This design comes from an exercise in tuning for small area on the open sky130 flow, not from production work. In this exercise RTL edits were held to simulation tests only and were not proved equivalent to the original. No driver is modelled on the clock port, so clocking that relies on it looks cheaper here than on a real chip. No activity file was given, so power comes from the tool's default toggle rates.

==> flow/comb_lib.py <==
# Writes a copy of a liberty file holding only its combinational cells, so
# that Yosys can read their functions while the flip-flops stay black boxes.
import re
import sys

src = open(sys.argv[1]).read()
starts = [m.start() for m in re.finditer(r'\n\s*cell\s*\(', src)]
head = src[:starts[0]]
cells = []
pos = starts[0]
for s in starts:
    if s < pos:
        continue
    depth = 0
    k = src.index('{', s)
    while True:
        c = src[k]
        if c == '{':
            depth += 1
        elif c == '}':
            depth -= 1
            if depth == 0:
                break
        k += 1
    cells.append(src[s:k + 1])
    pos = k + 1
comb = [c for c in cells if not re.search(r'\b(ff|latch|statetable)\s*\(', c)]
open(sys.argv[2], 'w').write(head + ''.join(comb) + '\n}\n')
print(f"{len(cells)} cells, {len(comb)} combinational")
==> design.v <==
`timescale 1ns/1ps
package adxl_pkg;
    typedef logic [6-1:0]   axi_addr_t;
    typedef logic [32-1:0]   axi_data_t;
    typedef logic [32/8-1:0] axi_strb_t;
    typedef logic [7:0] byte_t;
    typedef logic [5:0] reg_addr_t;    
    typedef enum logic [2:0] {
        idle,
        check,
        send_write,
        next_addr,
        send_read,
        receive
    } seq_state_t;
endpackage
`timescale 1ns/1ps
module axil_slave (
    input  logic        S_AXI_LITE_ACLK,
    input  logic        rst,
    input  logic        awvalid,
    output logic        awready,
    input  logic        wvalid,
    output logic        bvalid,
    input  logic        bready,
    input  logic        arvalid,
    output logic        arready,
    output logic        rvalid,
    input  logic        rready,
    output logic        bus_wr_en,
    output logic        bus_rd_en
);
    logic wr_accept;
    logic rd_accept;
    assign wr_accept = ~awready && ~bvalid && awvalid && wvalid;
    assign rd_accept = ~arready && arvalid && ~rvalid;
    assign bus_wr_en = awready && awvalid && wvalid;
    assign bus_rd_en = arready && arvalid;
    always_ff @(posedge S_AXI_LITE_ACLK) begin
        if (rst) begin
            awready <= 1'b0;
            bvalid  <= 1'b0;
            arready <= 1'b0;
            rvalid  <= 1'b0;
        end else begin
            awready <= wr_accept;
            if (bus_wr_en)
                bvalid <= 1'b1;
            else if (bready)
                bvalid <= 1'b0;
            arready <= rd_accept;
            if (bus_rd_en)
                rvalid <= 1'b1;
            else if (rready)
                rvalid <= 1'b0;
        end
    end
endmodule
`timescale 1ns/1ps
module adxl_reg_mirror (
    input  logic         S_AXI_LITE_ACLK,
    input  logic         rst,
    output logic         pending_any,
    input  logic [5:0]   seq_addr,
    output logic         seq_pending,
    output logic [7:0]   seq_byte,
    input  logic         clear_pending,
    input  logic         rx_wr,
    input  logic [7:0]   rx_data,
    input  logic         bus_wr_en,
    input  logic [3:0]   bus_wr_word,
    input  logic [31:0]  bus_wr_data,
    input  logic [3:0]   bus_wr_strb,
    input  logic [3:0]   bus_rd_word,
    output logic [31:0]  bus_rd_data
);
    localparam logic [63:0] write_mask = 64'h0102_F7FF_E000_0000;
    logic [7:0]  regs [64];
    logic [63:0] pending;
    logic [63:0] seq_hit;
    logic [63:0] host_hit;
    logic [7:0]  rx_byte;
    logic        host_wr;
    logic [7:0]  seq_or [65];
    logic        pend_or [65];
    logic [7:0]  rx_lo;
    logic [7:0]  rx_hi;
    logic [63:0] rx_en;
    assign host_wr = bus_wr_en && !rst;
    assign rx_byte = rst ? 8'h00 : rx_data;
    for (genvar j = 0; j < 8; j++) begin : g_pre
        assign rx_lo[j] = rst || (seq_addr[2:0] == 3'(j));
        assign rx_hi[j] = rst || (rx_wr && seq_addr[5:3] == 3'(j));
    end
    logic [3:0]  hold_lo;
    logic [15:0] hold_hi;
    logic        rx_idle;
    assign rx_idle = !rst && !rx_wr;
    for (genvar j = 0; j < 4; j++) begin : g_hlo
        assign hold_lo[j] = rx_idle || (seq_addr[1:0] != 2'(j));
    end
    for (genvar j = 0; j < 16; j++) begin : g_hhi
        assign hold_hi[j] = rx_idle || (seq_addr[5:2] != 4'(j));
    end
    for (genvar i = 0; i < 64; i++) begin : g_byte
        assign seq_hit[i] = (seq_addr == 6'(i));
        assign rx_en[i]   = rx_lo[i % 8] && rx_hi[i / 8];
        if (write_mask[i]) begin : g_wr
            assign host_hit[i] = host_wr && (bus_wr_word == 4'(i / 4))
                                 && bus_wr_strb[i % 4];
            logic take_rx;
            logic keep;
            assign take_rx = rx_en[i] && !host_hit[i];
            assign keep    = !rx_en[i] && !host_hit[i];
            always_ff @(posedge S_AXI_LITE_ACLK) begin
                regs[i] <= ({8{host_hit[i]}} & bus_wr_data[8*(i%4) +: 8])
                         | ({8{take_rx}} & rx_byte)
                         | ({8{keep}} & regs[i]);
                if (rst || host_hit[i] || (clear_pending && seq_hit[i]))
                    pending[i] <= host_hit[i];
            end
            assign seq_or[i+1]  = seq_or[i] | (seq_hit[i] ? regs[i] : 8'h00);
            assign pend_or[i+1] = pend_or[i] | (seq_hit[i] && pending[i]);
        end else begin : g_ro
            assign host_hit[i] = 1'b0;
            assign pending[i]  = 1'b0;
            logic keep;
            assign keep = !rst && (hold_lo[i % 4] || hold_hi[i / 4]);
            always_ff @(posedge S_AXI_LITE_ACLK) begin
                regs[i] <= ({8{rx_en[i]}} & rx_byte) | ({8{keep}} & regs[i]);
            end
            assign seq_or[i+1]  = seq_or[i];
            assign pend_or[i+1] = pend_or[i];
        end
    end
    assign seq_or[0]   = 8'h00;
    assign pend_or[0]  = 1'b0;
    assign seq_byte    = seq_or[64];
    assign seq_pending = pend_or[64];
    assign pending_any = |pending;
    always_comb begin
        for (int b = 0; b < 4; b++)
            bus_rd_data[8*b +: 8] = regs[{bus_rd_word, 2'(b)}];
    end
endmodule
`timescale 1ns/1ps
module bus_sequencer (
    input  logic       S_AXI_LITE_ACLK,
    input  logic       rst,
    input  logic       pending_any,
    output logic [5:0] seq_addr,
    input  logic       seq_pending,
    output logic       clear_pending,
    output logic       rx_wr,
    input  logic       rx_tvalid,
    input  logic       rx_tlast,
    output logic       cmd_push,
    output logic       cmd_read,
    output logic [1:0] cmd_pos,
    input  logic       cmd_full
);
    adxl_pkg::seq_state_t state;
    logic [1:0] word_cnt;
    logic [5:0] timer;
    logic       last_word;
    logic       in_read;
    assign last_word = (word_cnt == 2'd2);
    assign in_read   = (state == adxl_pkg::send_read);
    assign cmd_push  = (state == adxl_pkg::send_write || in_read) && !cmd_full;
    assign cmd_read  = in_read;
    assign cmd_pos   = word_cnt;
    assign clear_pending = cmd_push && (state == adxl_pkg::send_write) && last_word;
    assign rx_wr         = (state == adxl_pkg::receive) && rx_tvalid;
    always_ff @(posedge S_AXI_LITE_ACLK) begin
        if (rst) begin
            state    <= adxl_pkg::idle;
            seq_addr <= '0;
            word_cnt <= '0;
            timer    <= '0;
        end else begin
            case (state)
                adxl_pkg::idle: begin
                    seq_addr <= '0;
                    if (pending_any)
                        state <= adxl_pkg::check;
                    else if (timer == 6'd63)
                        state <= adxl_pkg::send_read;
                    else
                        timer <= timer + 1'b1;
                end
                adxl_pkg::check:
                    state <= seq_pending ? adxl_pkg::send_write : adxl_pkg::next_addr;
                adxl_pkg::send_write:
                    if (!cmd_full) begin
                        word_cnt <= word_cnt + 1'b1;
                        if (last_word) begin
                            word_cnt <= '0;
                            state    <= adxl_pkg::next_addr;
                        end
                    end
                adxl_pkg::next_addr:
                    if (seq_addr == 6'h39) begin
                        state <= adxl_pkg::idle;
                    end else begin
                        seq_addr <= seq_addr + 1'b1;
                        state    <= adxl_pkg::check;
                    end
                adxl_pkg::send_read:
                    if (!cmd_full)
                        state <= adxl_pkg::receive;
                adxl_pkg::receive: begin
                    timer <= '0;
                    if (rx_tvalid) begin
                        seq_addr <= seq_addr + 1'b1;
                        if (rx_tlast)
                            state <= adxl_pkg::idle;
                    end
                end
                default:
                    state <= adxl_pkg::idle;
            endcase
        end
    end
endmodule
`timescale 1ns/1ps
module cmd_queue (
    input  logic       S_AXI_LITE_ACLK,
    input  logic       rst,
    output logic [7:0] M_AXIS_TDATA,
    output logic [7:0] M_AXIS_TUSER,
    output logic       M_AXIS_TLAST,
    output logic       M_AXIS_TVALID,
    input  logic       M_AXIS_TREADY,
    input  logic       cmd_push,
    input  logic       cmd_read,
    input  logic [1:0] cmd_pos,
    input  logic [5:0] cmd_addr,
    input  logic [7:0] cmd_data,
    output logic       cmd_full
);
    logic [15:0] read_mark;
    logic [5:0]  addr_mem [6];
    logic [7:0]  data_mem [6];
    logic [3:0]  wr_ptr;
    logic [3:0]  rd_ptr;
    logic [2:0]  cmd_wr;
    logic [2:0]  cmd_rd;
    logic [1:0]  head_pos;
    logic        head_read;
    logic        pop;
    assign head_read     = (head_pos == 2'd0) && read_mark[rd_ptr];
    assign pop           = M_AXIS_TVALID && M_AXIS_TREADY;
    assign M_AXIS_TVALID = (wr_ptr != rd_ptr) || cmd_full;
    always_comb begin
        case (head_pos)
            2'd0:    M_AXIS_TDATA = read_mark[rd_ptr] ? 8'(6'h39) : 8'h02;
            2'd1:    M_AXIS_TDATA = {2'b00, addr_mem[cmd_rd]};
            default: M_AXIS_TDATA = data_mem[cmd_rd];
        endcase
    end
    assign M_AXIS_TUSER  = {7'h53, head_read};
    assign M_AXIS_TLAST  = (head_pos == 2'd2) || head_read;
    logic push_a;
    logic push_d;
    assign push_a = cmd_push && cmd_pos == 2'd1;
    assign push_d = cmd_push && cmd_pos == 2'd2;
    for (genvar j = 0; j < 16; j++) begin : g_mark
        logic take;
        logic keep;
        assign take = cmd_push && wr_ptr == 4'(j);
        assign keep = !cmd_push || (wr_ptr[0] != 1'(j % 2)) || (wr_ptr[3:1] != 3'(j / 2));
        always_ff @(posedge S_AXI_LITE_ACLK)
            read_mark[j] <= (take && cmd_read) || (keep && read_mark[j]);
    end
    for (genvar j = 0; j < 6; j++) begin : g_slot
        logic take_a;
        logic take_d;
        logic keep_a;
        logic keep_d;
        assign take_a = push_a && cmd_wr == 3'(j);
        assign take_d = push_d && cmd_wr == 3'(j);
        assign keep_a = !push_a || (cmd_wr[0] != 1'(j % 2)) || (cmd_wr[2:1] != 2'(j / 2));
        assign keep_d = !push_d || (cmd_wr[0] != 1'(j % 2)) || (cmd_wr[2:1] != 2'(j / 2));
        always_ff @(posedge S_AXI_LITE_ACLK) begin
            addr_mem[j] <= ({6{take_a}} & cmd_addr) | ({6{keep_a}} & addr_mem[j]);
            data_mem[j] <= ({8{take_d}} & cmd_data) | ({8{keep_d}} & data_mem[j]);
        end
    end
    always_ff @(posedge S_AXI_LITE_ACLK) begin
        if (rst) begin
            wr_ptr   <= '0;
            rd_ptr   <= '0;
            cmd_wr   <= '0;
            cmd_rd   <= '0;
            cmd_full <= 1'b0;
            head_pos <= '0;
        end else begin
            if (cmd_push)
                wr_ptr <= wr_ptr + 1'b1;
            if (cmd_push && cmd_pos == 2'd2)
                cmd_wr <= (cmd_wr == 3'd5) ? 3'd0 : cmd_wr + 1'b1;
            if (pop) begin
                rd_ptr   <= rd_ptr + 1'b1;
                head_pos <= (head_read || head_pos == 2'd2) ? 2'd0 : head_pos + 1'b1;
                if (head_pos == 2'd2)
                    cmd_rd <= (cmd_rd == 3'd5) ? 3'd0 : cmd_rd + 1'b1;
            end
            if (cmd_push && !pop)
                cmd_full <= (4'(wr_ptr + 1'b1) == rd_ptr);
            else if (pop && !cmd_push)
                cmd_full <= 1'b0;
        end
    end
endmodule
`timescale 1ns/1ps
module axi_adxl345 (
    input  logic       S_AXI_LITE_ACLK,
    input  logic       S_AXI_LITE_ARESETN,
    input  adxl_pkg::axi_addr_t  S_AXI_LITE_AWADDR,
    input  logic       S_AXI_LITE_AWVALID,
    output logic       S_AXI_LITE_AWREADY,
    input  adxl_pkg::axi_data_t  S_AXI_LITE_WDATA,
    input  adxl_pkg::axi_strb_t  S_AXI_LITE_WSTRB,
    input  logic       S_AXI_LITE_WVALID,
    output logic       S_AXI_LITE_WREADY,
    output logic [1:0] S_AXI_LITE_BRESP,
    output logic       S_AXI_LITE_BVALID,
    input  logic       S_AXI_LITE_BREADY,
    input  adxl_pkg::axi_addr_t  S_AXI_LITE_ARADDR,
    input  logic       S_AXI_LITE_ARVALID,
    output logic       S_AXI_LITE_ARREADY,
    output adxl_pkg::axi_data_t  S_AXI_LITE_RDATA,
    output logic [1:0] S_AXI_LITE_RRESP,
    output logic       S_AXI_LITE_RVALID,
    input  logic       S_AXI_LITE_RREADY,
    output adxl_pkg::byte_t      M_AXIS_TDATA,
    output adxl_pkg::byte_t      M_AXIS_TUSER,
    output logic       M_AXIS_TVALID,
    output logic       M_AXIS_TLAST,
    input  logic       M_AXIS_TREADY,
    input  adxl_pkg::byte_t      S_AXIS_TDATA,
    input  adxl_pkg::byte_t      S_AXIS_TUSER,
    input  logic       S_AXIS_TVALID,
    input  logic       S_AXIS_TLAST,
    output logic       S_AXIS_TREADY
);
    logic        rst;
    logic        bus_wr_en;
    logic        bus_rd_en;
    logic [31:0] bus_rd_data;
    logic        cmd_push;
    logic        cmd_read;
    logic [1:0]  cmd_pos;
    logic        cmd_full;
    logic        pending_any;
    logic [5:0]  seq_addr;
    logic        seq_pending;
    logic [7:0]  seq_byte;
    logic        clear_pending;
    logic        rx_wr;
    assign rst              = !S_AXI_LITE_ARESETN;
    assign S_AXIS_TREADY    = 1'b1;
    assign S_AXI_LITE_WREADY = S_AXI_LITE_AWREADY;
    assign S_AXI_LITE_BRESP = 2'b00;
    assign S_AXI_LITE_RRESP = 2'b00;
    axil_slave u_axil_slave (
        .S_AXI_LITE_ACLK (S_AXI_LITE_ACLK),
        .rst             (rst),
        .awvalid         (S_AXI_LITE_AWVALID),
        .awready         (S_AXI_LITE_AWREADY),
        .wvalid          (S_AXI_LITE_WVALID),
        .bvalid          (S_AXI_LITE_BVALID),
        .bready          (S_AXI_LITE_BREADY),
        .arvalid         (S_AXI_LITE_ARVALID),
        .arready         (S_AXI_LITE_ARREADY),
        .rvalid          (S_AXI_LITE_RVALID),
        .rready          (S_AXI_LITE_RREADY),
        .bus_wr_en       (bus_wr_en),
        .bus_rd_en       (bus_rd_en)
    );
    always_ff @(posedge S_AXI_LITE_ACLK) begin
        if (bus_rd_en)
            S_AXI_LITE_RDATA <= bus_rd_data;
    end
    adxl_reg_mirror u_adxl_reg_mirror (
        .S_AXI_LITE_ACLK (S_AXI_LITE_ACLK),
        .rst             (rst),
        .pending_any     (pending_any),
        .seq_addr        (seq_addr),
        .seq_pending     (seq_pending),
        .seq_byte        (seq_byte),
        .clear_pending   (clear_pending),
        .rx_wr           (rx_wr),
        .rx_data         (S_AXIS_TDATA),
        .bus_wr_en       (bus_wr_en),
        .bus_wr_word     (S_AXI_LITE_AWADDR[5:2]),
        .bus_wr_data     (S_AXI_LITE_WDATA),
        .bus_wr_strb     (S_AXI_LITE_WSTRB),
        .bus_rd_word     (S_AXI_LITE_ARADDR[5:2]),
        .bus_rd_data     (bus_rd_data)
    );
    bus_sequencer u_bus_sequencer (
        .S_AXI_LITE_ACLK (S_AXI_LITE_ACLK),
        .rst             (rst),
        .pending_any     (pending_any),
        .seq_addr        (seq_addr),
        .seq_pending     (seq_pending),
        .clear_pending   (clear_pending),
        .rx_wr           (rx_wr),
        .rx_tvalid       (S_AXIS_TVALID),
        .rx_tlast        (S_AXIS_TLAST),
        .cmd_push        (cmd_push),
        .cmd_read        (cmd_read),
        .cmd_pos         (cmd_pos),
        .cmd_full        (cmd_full)
    );
    cmd_queue u_cmd_queue (
        .S_AXI_LITE_ACLK (S_AXI_LITE_ACLK),
        .rst             (rst),
        .M_AXIS_TDATA    (M_AXIS_TDATA),
        .M_AXIS_TUSER    (M_AXIS_TUSER),
        .M_AXIS_TLAST    (M_AXIS_TLAST),
        .M_AXIS_TVALID   (M_AXIS_TVALID),
        .M_AXIS_TREADY   (M_AXIS_TREADY),
        .cmd_push        (cmd_push),
        .cmd_read        (cmd_read),
        .cmd_pos         (cmd_pos),
        .cmd_addr        (seq_addr),
        .cmd_data        (seq_byte),
        .cmd_full        (cmd_full)
    );
endmodule
==> flow/cts_args <==
-sink_clustering_enable -repair_clock_nets -dont_use_dummy_load -buf_list sky130_fd_sc_hd__clkbuf_16 -sink_clustering_size 25 -sink_clustering_max_diameter 80
==> flow/run.sh <==
#!/bin/bash
# Standard synthesis; then ABC re-maps its combinational logic for area in a
# few ways (registers untouched); each candidate netlist is placed and given
# its clock tree, and the one with the smallest cell area goes through the
# standard layout, with small port buffers and a clock tree without dummy
# loads. Each tool's output goes to its own log.
set -euo pipefail
W=$(pwd)
BASE=results/$FLOW_PLATFORM/axi_adxl345/base
R=$W/orfs/$BASE
LIB=$FLOW_HOME/platforms/$FLOW_PLATFORM/lib/sky130_fd_sc_hd__tt_025C_1v80.lib
YOSYS=$(command -v yosys || echo "$FLOW_HOME/../tools/install/yosys/bin/yosys")
BUF_ARGS="-buffer_cell sky130_fd_sc_hd__buf_1"
CTS="$(cat "$W/flow/cts_args")"

bash standard.sh synth > "$W/log_1_standard_synth.log" 2>&1
cp "$R/1_2_yosys.v" "$W/standard_netlist.v"

python3 "$W/flow/comb_lib.py" "$LIB" "$W/comb.lib" > "$W/log_2_comb_lib.log" 2>&1

# candidate ABC scripts: two plain ones (0, 1) and deepsyn with a few seeds
cp "$W/flow/abc_base.script" "$W/abc_0.script"
cp "$W/flow/abc_base2.script" "$W/abc_1.script"
k=2
for s in 0 1 2 3 4 8; do
    sed -e "s#@T@#60#" -e "s#@S@#$s#" "$W/flow/abc_deep.script" > "$W/abc_$k.script"
    k=$((k + 1))
done
remap() {
    sed -e "s#@LIB@#$LIB#g" -e "s#@COMB@#$W/comb.lib#g" -e "s#@IN@#$W/standard_netlist.v#g" \
        -e "s#@OUT@#$W/remap_$1.v#g" -e "s#@TOP@#$FLOW_TOP#g" -e "s#@ABC@#$W/abc_$1.script#g" \
        "$W/flow/remap.ys" > "$W/remap_$1.ys"
    timeout 900 "$YOSYS" -l "$W/log_3_remap_$1.log" -q "$W/remap_$1.ys" > /dev/null 2>&1 || true
}
for k in 2 3 4 5; do remap $k & done
wait
for k in 6 7 0 1; do remap $k & done
wait
rm -f "$W/comb.lib"

# place each candidate up to its clock tree, in a copy of the standard work
# folder, and note its cell area (without tap cells)
place() {
    local E=$W/eval_$1
    rm -rf "$E"
    mkdir -p "$E"
    cp -a "$W/orfs" "$E/orfs"
    rm -f "$E/orfs/$BASE/1_synth."*
    cp "$W/remap_$1.v" "$E/orfs/$BASE/1_2_yosys.v"
    touch "$E/orfs/$BASE/1_2_yosys.v"
    timeout 1200 make -C "$FLOW_HOME" DESIGN_CONFIG="$W/config.mk" WORK_HOME="$E/orfs" \
        CLKGATE_MAP_FILE= SYNTH_SCRIPT="$W/synth_recipe.tcl" NUM_CORES=1 \
        BUFFER_PORTS_ARGS="$BUF_ARGS" CTS_ARGS="$CTS" cts > "$W/log_5_eval_$1.log" 2>&1 || true
}
ks=$(python3 "$W/flow/pick.py" --all "$W" 0 1 2 3 4 5 6 7 2> "$W/log_3_remap_areas.log")
n=0
for k in $ks; do
    place $k &
    n=$((n + 1))
    if [ $((n % 4)) -eq 0 ]; then wait; fi
done
wait
best=$(python3 "$W/flow/pick.py" --placed "$W" $ks 2> "$W/log_5_eval_areas.log")
echo "picked remap_$best" > "$W/log_6_pick.log"
for k in $ks; do rm -rf "$W/eval_$k"; done
cp "$W/remap_$best.v" "$R/1_2_yosys.v"

bash standard.sh \
    BUFFER_PORTS_ARGS="$BUF_ARGS" \
    CTS_ARGS="$CTS" \
    finish > "$W/log_4_standard_layout.log" 2>&1
==> flow/remap.ys <==
# Re-map the combinational logic of the standard synthesis with an
# area-oriented ABC script. Flip-flops are black boxes here, so every
# register keeps its name and cell type.
read_liberty -lib @LIB@
read_liberty -overwrite -ignore_miss_func @COMB@
read_verilog @IN@
hierarchy -check -top @TOP@
flatten
opt_clean
stat -liberty @LIB@
abc -script @ABC@ -liberty @LIB@ -dont_use *probe* -dont_use *lpflow*
setundef -zero
splitnets
opt_clean -purge
hilomap -hicell sky130_fd_sc_hd__conb_1 HI -locell sky130_fd_sc_hd__conb_1 LO
insbuf -buf sky130_fd_sc_hd__buf_1 A X
stat -liberty @LIB@
write_verilog -noattr -nohex -nodec @OUT@
# read the result back against the library alone and check it
design -reset
read_liberty -lib @LIB@
read_verilog @OUT@
hierarchy -check -top @TOP@
check -assert -mapped
==> flow/abc_base.script <==
strash
&get -n
&fraig -x
&put
dc2
strash
&get -n
&dch -f
&nf -R 1000 -F 8 -C 32
&put
==> flow/pick.py <==
# pick.py --all WORK K...: prints the candidates whose re-mapped netlist was
#   written and passed its check, smallest synthesis area first.
# pick.py --placed WORK K...: prints the candidate whose placed layout with
#   its clock tree has the smallest cell area (tap cells left out).
import re
import sys

mode, work, ks = sys.argv[1], sys.argv[2], sys.argv[3:]


def remap_area(k):
    try:
        log = open(f"{work}/log_3_remap_{k}.log").read()
    except OSError:
        return None
    if "End of script" not in log or "Found and reported 0 problems" not in log:
        return None
    areas = re.findall(r"Chip area for module .*?: ([\d.]+)", log)
    return float(areas[-1]) if len(areas) >= 2 else None


def placed_area(k):
    d = {}
    try:
        for name in ("2_1_floorplan", "2_3_floorplan_tapcell", "4_1_cts"):
            txt = open(f"{work}/eval_{k}/orfs/logs/sky130hd/axi_adxl345/base/{name}.log").read()
            d[name] = float(re.findall(r"Design area ([\d.]+) um\^2", txt)[-1])
    except (OSError, IndexError):
        return None
    return d["4_1_cts"] - (d["2_3_floorplan_tapcell"] - d["2_1_floorplan"])


if mode == "--all":
    got = [(remap_area(k), k) for k in ks]
    got = sorted((a, k) for a, k in got if a is not None)
    for a, k in got:
        print(f"remap_{k}: {a}", file=sys.stderr)
    if not got:
        sys.exit("no re-mapped netlist")
    print(" ".join(k for _, k in got))
else:
    got = [(placed_area(k), k) for k in ks]
    for a, k in got:
        print(f"remap_{k}: {a}", file=sys.stderr)
    got = sorted((a, k) for a, k in got if a is not None)
    if not got:
        # fall back on the smallest synthesis area
        print(ks[0])
    else:
        print(got[0][1])
==> standard.sh <==
#!/bin/bash
# synth_recipe.tcl (not shown) runs the flow's synth.tcl, then flattens the netlist and writes it again
# the make line also repeats each setting of config.mk as NAME=value (left out here)
make -C /OpenROAD-flow-scripts/flow DESIGN_CONFIG=/design/flow/config.mk WORK_HOME=/design/flow/orfs CLKGATE_MAP_FILE= SYNTH_SCRIPT=/design/flow/synth_recipe.tcl "${@:-finish}"
==> flow/abc_base2.script <==
strash
&get -n
&fraig -x
&put
dc2
dc2
strash
&get -n
&dch -f
&nf -R 1000 -F 8 -C 32
&put
==> flow/abc_deep.script <==
strash
&get -n
&fraig -x
&deepsyn -T @T@ -S @S@
&put
strash
&get -n
&dch -f
&nf -R 1000 -F 8 -C 32
&put
==> config.mk <==
export PLATFORM = sky130hd
export DESIGN_NAME = axi_adxl345
export DESIGN_NICKNAME = axi_adxl345
export VERILOG_FILES = /design/flow/design.v
export SDC_FILE = /design/flow/constraint.sdc
export NUM_CORES = 4
export LEC_CHECK = 0
export ABC_AREA = 1
export CAP_MARGIN = 20
export CORE_MARGIN = 2
export CORE_UTILIZATION = 62
export GPL_TIMING_DRIVEN = 0
export SLEW_MARGIN = 20
==> constraint.sdc <==
create_clock -name core_clock -period 10.0 [get_ports {S_AXI_LITE_ACLK}]
set_input_delay 2.0000 -clock core_clock [delete_from_list [all_inputs] [get_ports {S_AXI_LITE_ACLK}]]
set_output_delay 2.0000 -clock core_clock [all_outputs]
set_load 0.01 [all_outputs]
==> impl_metrics.toml, run 1 <==
[route]
met2_length_microns = 45400
route.met3.wl_microns = 14700
postRouteAntennaNets = 0
dr.max_layer_used = "met5"
drt_iter0_drc = 5243
drcViolationCount = 0
first_pass_iters = 14
routed_wl_microns = 105000
via_per_inst = 7.32
wl_per_cell_microns = 29.1
num_vias = 26444
drt-met1-wl_microns = 37400

[setup_path]
path_cells = "and2_0, a22o_1, a221oi_1, o22ai_1, a221o_1, a211o_1, buf_1"
start_kind = "register"
arrival_ns = 3.18
cpMaxStageDelayCell = "and2_0"
cp.required_ns = 8.00
r2r_cells = 7
critPathCaptureType = "output pin"
path_class = "register to output pin"
critPathLaunch = "u_cmd_queue.cmd_rd[0]"
r2r-end = "u_cmd_queue.data_mem[5][6]"
rrSetupSlack_ns = 5.81
r2r-start = "u_bus_sequencer.seq_addr[3]"
critPathBufInv = 1
crit_family = "compound AO/OA/AOI/OAI gates"
path_max_fanout = 14
cpPeakStageDelay_ns = 0.53

[floorplanning]
die_area_sq_um = 45400
start_util = 0.629
die_h_microns = 213
pin_count = 134
coreArea_sq_um = 43100
placementRows = 76
die_x_microns = 213

[power_and_ir_drop]
power_frac_seq = 0.611
comb_power_share = 0.113
switchingPower_w = 0.00152
power.density_nw_per_um2 = 182
vdd_ir_drop_max_uv = 186
leakagePower_nw = 11.0
swShare = 0.279
pwr-share-clk = 0.276
power_w = 0.00546
p_int_w = 0.00394

[global_routing]
grt_pass1_wl_microns = 152000
grt_overflow = 0
antenna_found_initial = 9
grt_pass1_vias = 24581
track_usage = 0.452
grt_start_max_net_pins = 57

[placed_design]
portBuffers = 109
post-dp-hpwl_microns = 72600
gp_congestion = 1.07
dp_cells = 3575

[cells_and_area]
syn2layout_area_growth_pct = 10.5
finalCoreUtilization = 0.695
finalNonFillerCells = 3613
layout_common_cells = "650 x dfxtp_1, 375 x nor2_1, 291 x nand2_1"
final_common_cell = "dfxtp_1"
nNetsFinal = 3100
layout-drive-gt1-share = 0.0479

[timing]
max_slew.worst_pin.slew_ns = 1.32
fmax_mhz = 193
period_share = 0.518
hold_violations = 0
setup_viol = 0
final.setup.tns_ns = 0
period_minus_slack_ns = 5.18
hold_slack_ns = 0.449
rsz0062_at_grt = "no"
relSlewSlack = 0.118
skew_ns = 0.0427
drv_slew = 0

[run]
drv_cap = 0

[synthesis]
yosysWarningCount = 25
syn_area_per_cell_sq_um = 9.55
synthCells = 2835
syn-cell-area_sq_um = 27100
synth.net_count = 2909

[clock_tree]
post-cts-setup-buffers = 0
cts_buffers = 34
htreeDepth = 2
ctsLongestPathBuffers = 3
cts_num_sinks = 702
cts_tree = "yes"
hold_buffers = 0
cts.clk_slew.worst_paths_ns = 0.09
ctsResizeCount = 0
root_buffer = "clkbuf_16"
insertion_delay_ns = 0.60

[worst_hold_path]
min_to = "u_axil_slave.arready"
whs_path_depth = 1
holdCritStartpoint = "u_axil_slave.arready"
hold_path.class = "register to register"

[status]
status = "timing/DRC/antenna clean"
## per-stage QoR
stage	setup WS (ns)	cell area, sq um
3_5_place_dp	4.63	29000
2_1_floorplan	4.72	27100
4_1_cts	4.89	29900
3_3_place_gp	-0.213	28200
6_report	4.82	29900
5_1_grt	4.79	29900
## how the worst max path moves through the flow
stage / end / depth (start not counted)
2_1_floorplan: S_AXI_LITE_RDATA[22] / 4
3_3_place_gp: S_AXI_LITE_RDATA[16] / 5
3_5_place_dp: u_adxl_reg_mirror.regs[29][3] / 9
4_1_cts: M_AXIS_TDATA[4] / 7
5_1_grt: M_AXIS_TDATA[4] / 7
6_report: M_AXIS_TDATA[4] / 7
## layout make-up
cell class                      count  area (sq um)
Antenna cell                        4          10.0
Buffer                             13          48.8
Clock buffer                       34           851
Fill cell                        3356         13200
Inverter                           84           315
Multi-Input combinational cell   2036         12400
Sequential cell                   702         14600
Tap cell                          585           732
Timing Repair Buffer              155           960
## worst register-to-register path, stage by stage (launching register included)
cell      delay, ns
dfxtp_1        0.62
clkinv_1       0.45
nand3_1        0.44
nor2_1         0.38
a222oi_1       0.90
nand4_1        0.30
or3_1          0.64
mux2_1         0.38
## power by group through the flow
| stage | Clock (W) | Combinational [W] | Sequential, W |
|---|---|---|---|
| 4_1_cts | 0.00148 | 0.000598 | 0.00332 |
| 6_report | 0.00150 | 0.000617 | 0.00334 |
| 3_5_place_dp | 0 | 0.000594 | 0.00338 |
| 5_1_grt | 0.00157 | 0.000666 | 0.00335 |
| 2_1_floorplan | 0 | 0.000385 | 0.00329 |
| 3_3_place_gp | 0 | 0.000548 | 0.00337 |
## state kept, by name, indices dropped and copies added, names as in the netlist
signal	count
S_AXI_LITE_RDATA	32
u_adxl_reg_mirror.pending	20
u_adxl_reg_mirror.regs	512
u_axil_slave.arready	1
u_axil_slave.awready	1
u_axil_slave.bvalid	1
u_axil_slave.rvalid	1
u_bus_sequencer.seq_addr	6
u_bus_sequencer.state	3
u_bus_sequencer.timer	6
u_bus_sequencer.word_cnt	2
u_cmd_queue.addr_mem	36
u_cmd_queue.cmd_full	1
u_cmd_queue.cmd_rd	3
u_cmd_queue.cmd_wr	3
u_cmd_queue.data_mem	48
u_cmd_queue.head_pos	2
u_cmd_queue.rd_ptr	4
u_cmd_queue.read_mark	16
u_cmd_queue.wr_ptr	4
## metal layers
layer  vias up  global-route usage
met2      2153               0.693
met4         8               0.283
li1      11268                   -
met1     12460               0.563
met5         -                   0
met3       555               0.126
==> inputs of run 2 (changes only) <==
--- a/config.mk
+++ b/config.mk
@@ -8,6 +8,6 @@
 export ABC_AREA = 1
 export CAP_MARGIN = 20
 export CORE_MARGIN = 2
-export CORE_UTILIZATION = 62
+export CORE_UTILIZATION = 65
 export GPL_TIMING_DRIVEN = 0
 export SLEW_MARGIN = 20
==> impl_metrics.toml, run 2 <==
[route]
drcViolationCount = 0
postRouteAntennaNets = 0
first_pass_iters = 13
routed_wl_microns = 106000
num_vias = 26677
drt_iter0_drc = 6218
via_per_inst = 7.49
wl_per_cell_microns = 29.7

[setup_path]
critPathCaptureType = "register"
r2r-end = "u_cmd_queue.data_mem[5][6]"
path_cells = "buf_2, nand3_1, nor2_1, nand3_1, nor3b_1, and2_0, nor3_1, a222oi_1, clkinv_1"
crit_path_end = "u_adxl_reg_mirror.regs[29][5]"
path_max_fanout = 17
path_common_cell = "nand3_1"
start_kind = "input pin"
r2r-start = "u_bus_sequencer.seq_addr[4]"
arrival_ns = 5.80
path_class = "input pin to register"
critPathLaunch = "S_AXI_LITE_ARESETN"
path_depth = 9
rrSetupSlack_ns = 6.02
cp.required_ns = 10.47
r2r_cells = 7
cpMaxStageDelayCell = "and2_0"
critPathBufInv = 2
cpPeakStageDelay_ns = 0.76
crit_family = "simple AND/OR/NAND/NOR gates"

[timing]
rsz0062_at_grt = "no"
final.setup.tns_ns = 0
max_slew.worst_pin.slew_ns = 1.33
setup_viol = 0
period_minus_slack_ns = 5.33
drv_slew = 0
fmax_mhz = 188
period_share = 0.533
relSlewSlack = 0.108
hold_violations = 0
skew_ns = 0.0279

[placed_design]
post-dp-hpwl_microns = 72500
portBuffers = 109
gp_congestion = 1.07
dp_cells = 3521

[cells_and_area]
finalCoreUtilization = 0.729
syn2layout_area_growth_pct = 10.4
final_common_cell = "dfxtp_1"
layout_common_cells = "650 x dfxtp_1, 375 x nor2_1, 291 x nand2_1"
largest-register = "u_adxl_reg_mirror.regs"
finalNonFillerCells = 3561
nNetsFinal = 3100
largest_reg_flops = 512
reg_top3 = "u_adxl_reg_mirror.regs: 512 flops, u_cmd_queue.data_mem: 48 flops, u_cmd_queue.addr_mem: 36 flops"
layout-drive-gt1-share = 0.0486

[clock_tree]
root_buffer = "clkbuf_16"
post-cts-setup-buffers = 0
ctsLongestPathBuffers = 3
ctsResizeCount = 0
cts_tree = "yes"
hold_buffers = 0
cts_buffers = 34
cts_num_sinks = 702
insertion_delay_ns = 0.59
cts.clk_slew.worst_paths_ns = 0.10
htreeDepth = 2

[floorplanning]
placementRows = 74
start_util = 0.660
die_x_microns = 208
die_area_sq_um = 43300
pin_count = 134
die_h_microns = 208
coreArea_sq_um = 41000

[global_routing]
grt_overflow = 0
grt_pass1_wl_microns = 155000
grt_start_max_net_pins = 57
antenna_found_initial = 6
grt_pass1_vias = 25057
track_usage = 0.474

[power_and_ir_drop]
leakagePower_nw = 11.0
power.density_nw_per_um2 = 183
vdd_ir_drop_max_uv = 148

[synthesis]
syn-cell-area_sq_um = 27100
yosysWarningCount = 25
synth.net_count = 2909
synthCells = 2835
syn_area_per_cell_sq_um = 9.55

[status]
status = "timing/DRC/antenna clean"

[worst_hold_path]
hold_path.class = "register to register"

[run]
drv_cap = 0
[run 2: per-layer routing]
layer | wire length (microns) | GRT usage | part of all wire
met4 | 8300 | 0.288 | 0.079
met2 | 45500 | 0.728 | 0.43
met5 | 26 | 0 | 0.00025
met1 | 36200 | 0.602 | 0.34
met3 | 15700 | 0.124 | 0.15
[run 2: how the worst min path moves through the flow]
stage | start | end | slack [ns] | cells after the start
detailed placement | u_cmd_queue.data_mem[3][1] | u_cmd_queue.data_mem[3][1] | 0.44 | 1
global placement | u_axil_slave.rvalid | u_axil_slave.arready | 0.41 | 1
finish | u_cmd_queue.data_mem[3][1] | u_cmd_queue.data_mem[3][1] | 0.46 | 1
CTS | u_cmd_queue.data_mem[3][1] | u_cmd_queue.data_mem[3][1] | 0.46 | 1
floorplan | u_cmd_queue.addr_mem[1][4] | u_cmd_queue.addr_mem[1][4] | 0.42 | 2
global route | u_cmd_queue.data_mem[3][1] | u_cmd_queue.data_mem[3][1] | 0.48 | 1
[run 2: cell type report]
cell class	instances	area, sq um
sequential	702	14600
multi-input combinational	2036	12400
fill	2924	11100
timing repair buffer	155	987
clock buffer	34	851
tap	532	666
inverter	84	315
buffer	13	48.8
antenna	5	12.5
[run 2: worst register-to-register path: stages (launching register included)]
cell	delay, ns
dfxtp_1	0.49
clkinv_1	0.32
nand3_1	0.43
nor2_1	0.40
a222oi_1	1.01
nand4_1	0.17
or3_1	0.64
mux2_1	0.39
[run 2: power breakdown]
part	total (W)	internal (W)	switching [W]
Sequential	0.00334	0.00310	0.000233
Clock	0.00150	0.000614	0.000882
Combinational	0.000627	0.000220	0.000407
Total	0.00546	0.00394	0.00152
[run 2: per-stage QoR]
step | cell area, sq um | power [W] | hold WS (ns) | setup WS, ns
final | 29900 | 0.00546 | 0.460 | 4.67
after global routing | 29900 | 0.00559 | 0.477 | 4.78
after CTS | 29800 | 0.00540 | 0.459 | 5.03
after detailed placement | 29000 | 0.00398 | 0.440 | 4.43
after global placement | 28200 | 0.00391 | 0.415 | 0.104
after floorplan | 27100 | 0.00367 | 0.416 | 4.72

==> static timing again, ports no longer ideal <==
No port has a modelled driver above. Below, the same layouts with a new extraction and two added sets of constraints.
Step 1: set_driving_cell puts a clkbuf_16 on S_AXI_LITE_ACLK and a buf_2 on each other input, an assumption about the parent block.
Step 2, shift: input delay + t, output delay - t, t = (earliest + latest rising clock arrival at the registers) / 2. This alone moves slack from input paths to output paths.
Slacks: ideal / step 1 / step 2; pairs: ideal / step 1.
| run | t (ns) | slack for setup (ns) | worst hold slack (ns) | latest minus earliest clock arrival (ns) | worst register clock-pin slew, ns |
|---|---|---|---|---|---|
| run 1 | 0.641 | 4.820 / 4.760 / 4.443 | 0.449 / 0.449 / 0.449 | 0.043 / 0.044 | 0.11 / 0.11 |
| run 2 | 0.637 | 4.673 / 4.711 / 4.075 | 0.460 / 0.460 / 0.460 | 0.029 / 0.029 | 0.11 / 0.11 |
After both steps every run listed still meets setup and hold. The setup slack of run 2, which loses most, moves by +0.038 ns with the drivers and by -0.598 ns with both steps.
